This design comes from an exercise in tuning for small area, a short achievable clock period and few clock cycles on the open sky130 flow, not from production work. The RTL was checked by simulation tests, not by an equivalence proof against the original design.

==> run A: inputs <==
// matrix_multiply_engine_core
module matrix_multiply_engine_core
#(
    parameter int MAX_DIM = 8
)
(
    input  logic                                  clk,
    input  logic                                  rst_n,
    input  logic                                  psel,
    input  logic                                  penable,
    input  logic                                  pwrite,
    input  logic [mme_pkg::PADDR_W-1:0]           paddr,
    input  logic [mme_pkg::PDATA_W-1:0]           pwdata,
    output logic [mme_pkg::PDATA_W-1:0]           prdata,
    output logic                                  pready,
    input  logic                                  start,
    output logic                                  busy,
    input  logic [1:0]                            action,
    input  logic [mme_pkg::IDX_W-1:0]             row_index,
    input  logic [mme_pkg::IDX_W-1:0]             col_index,
    input  logic signed [mme_pkg::ELEM_W-1:0]     element_value,
    output logic                                  out_valid,
    output logic [mme_pkg::IDX_W-1:0]             out_row,
    output logic [mme_pkg::IDX_W-1:0]             out_col,
    output logic signed [mme_pkg::ACC_W-1:0]      product_value,
    output logic                                  last
);
make LEC_CHECK=0 ABC_CLOCK_PERIOD_IN_PS=2500 CAP_MARGIN=20 CELL_PAD_IN_SITES_DETAIL_PLACEMENT=1 CELL_PAD_IN_SITES_GLOBAL_PLACEMENT=1 CORE_MARGIN=2 CORE_UTILIZATION=45 CTS_CLUSTER_DIAMETER=150 CTS_CLUSTER_SIZE=20 PLACE_DENSITY=0.55 SETUP_SLACK_MARGIN=4.9 SLEW_MARGIN=20 SYNTH_HIERARCHICAL=1 SYNTH_MINIMUM_KEEP_SIZE=0 finish   # period 8.0 ns
run.sh (not shown) runs the stock make flow with config.mk's settings and CLKGATE_MAP_FILE= SYNTH_SCRIPT=/design/flow/synth_recipe.tcl, a recipe that flattens the netlist after the stock synthesis.
==> run K (differences from run A) <==
--- a/flow/design.v
+++ b/flow/design.v
@@ -5581,22 +5581,24 @@
     begin
         if (!rst_n)
         begin
             rows_m_reg  <= mme_pkg::DIM_RESET;
             inner_k_reg <= mme_pkg::DIM_RESET;
             cols_n_reg  <= mme_pkg::DIM_RESET;
-            rdata_reg   <= '0;
         end
         else
         begin
             rows_m_reg  <= rows_m_nxt;
             inner_k_reg <= inner_k_nxt;
             cols_n_reg  <= cols_n_nxt;
-            rdata_reg   <= rdata_nxt;
         end
     end
+    always_ff @(posedge clk)
+    begin
+        rdata_reg <= rdata_nxt;
+    end
     assign prdata = {{(mme_pkg::PDATA_W-DW){1'b0}}, rdata_reg};
     function automatic logic [IW-1:0] dim_m1(input logic [DW-1:0] dim);
         logic [IW-1:0] r;
         if (dim == '0)
             r = '0;
         else if (dim[3])
@@ -5685,16 +5687,13 @@
             issue_reg <= 1'b0;
             i_reg     <= '0;
             j_reg     <= '0;
             i_oh_reg  <= N'(1);
             j_oh_reg  <= N'(1);
             kmask_reg <= '1;
-            mm1_reg   <= '0;
-            nm1_reg   <= '0;
             v_reg     <= '0;
-            l_reg     <= '0;
         end
         else
         begin
             busy_reg  <= busy_nxt;
             issue_reg <= issue_nxt;
             i_reg     <= i_nxt;
@@ -5703,26 +5702,29 @@
             j_oh_reg  <= N'(1) << j_nxt;
             if (!busy_nxt)
             begin
                 for (int t = 0; t < N; t++)
                     kmask_reg[t] <= (IW'(t) <= dim_m1(inner_k_nxt));
             end
-            if (take_compute)
-            begin
-                mm1_reg <= mm1_eff;
-                nm1_reg <= nm1_eff;
-            end
             v_reg <= {v_reg[D-2:0], (take_compute & spec_ok) | issue_reg};
-            l_reg <= {l_reg[D-2:0], take_compute ? (spec_ok && mm1_eff == '0 && nm1_eff == '0)
-                                                 : (issue_reg & i_end & j_end)};
         end
     end
     always_ff @(posedge clk)
     begin
         if (take_compute)
         begin
+            mm1_reg <= mm1_eff;
+            nm1_reg <= nm1_eff;
+        end
+        l_reg <= {l_reg[D-2:0], take_compute ? (spec_ok && mm1_eff == '0 && nm1_eff == '0)
+                                             : (issue_reg & i_end & j_end)};
+    end
+    always_ff @(posedge clk)
+    begin
+        if (take_compute)
+        begin
             orow_reg <= '0;
             ocol_reg <= '0;
         end
         else if (v_reg[D-1])
         begin
             if (ocol_reg == nm1_reg)
Settings changed: PLACE_DENSITY 0.55 to 0.6, SETUP_SLACK_MARGIN 4.9 to 5.0.
==> comparison table <==
Outcome: run K complete, no violations; run A complete, no violations
Area taken by flip-flops and latches: run K 81900 um2; run A 81700 um2
Cell area after layout: run K 151000 um2; run A 151000 um2
Met1 Usage GRT: run K 44.1%; run A 46.3%
First element of the critical path: run K i_oh_reg[3]$_DFF_PN0_; run A v_reg[4]$_DFF_PN0_
Number of enable-type register cells in the synthesized netlist: run K 2054; run A 2048
Average size of a mapped cell: run K 14.8 um2; run A 14.7 um2
Worst reg2reg endpoint: run K a_one_reg[62]$_DFF_P_; run A u_mac.r3_2879$_DFF_P_
Full die area: run K 315000 um2; run A 316000 um2
Synthesized-area fraction occupied by and/or/nand/nor cells: run K 3.72%; run A 3.78%
Via count of the first global-routing pass: run K 86800; run A 86200
Post-CTS setup buffers: run K 14; run A 10
Testbench counts of run A, summed over its fixed seeds: cycles 7,366.
Testbench counts of run K, summed over its fixed seeds: cycles 7,366.

## separate check: timing with driven ports
How much do the figures lean on ideal ports? The routed layouts below were timed once more, with nothing changed but the port constraints.
Step 1 (the two cells are an assumption about what drives the block):
set clk [get_ports {clk}]
set_driving_cell -lib_cell sky130_fd_sc_hd__clkbuf_16 $clk
set_driving_cell -lib_cell sky130_fd_sc_hd__buf_2 [delete_from_list [all_inputs] $clk]
Step 2, shift: input delay + t, output delay - t, t = (earliest + latest rising clock arrival at the registers) / 2. This alone moves slack from input paths to output paths.
Three values: ideal ports, drivers, drivers and shift; two values: the first two.
run	t (ns)	slack for setup (ns)	worst hold slack (ns)	worst setup path after step 2	worst slew at a driven data input, ns
run A	1.012	4.848 / 4.745 / 4.087	0.328 / 0.328 / 0.328	input to register	0.11
run K	0.984	4.921 / 4.841 / 4.367	0.311 / 0.311 / 0.311	input to register	0.04
After both steps setup and hold are still met in every run listed. For run A, which loses most, drivers alone change the setup slack by -0.103 ns; drivers and shift together by -0.761 ns.
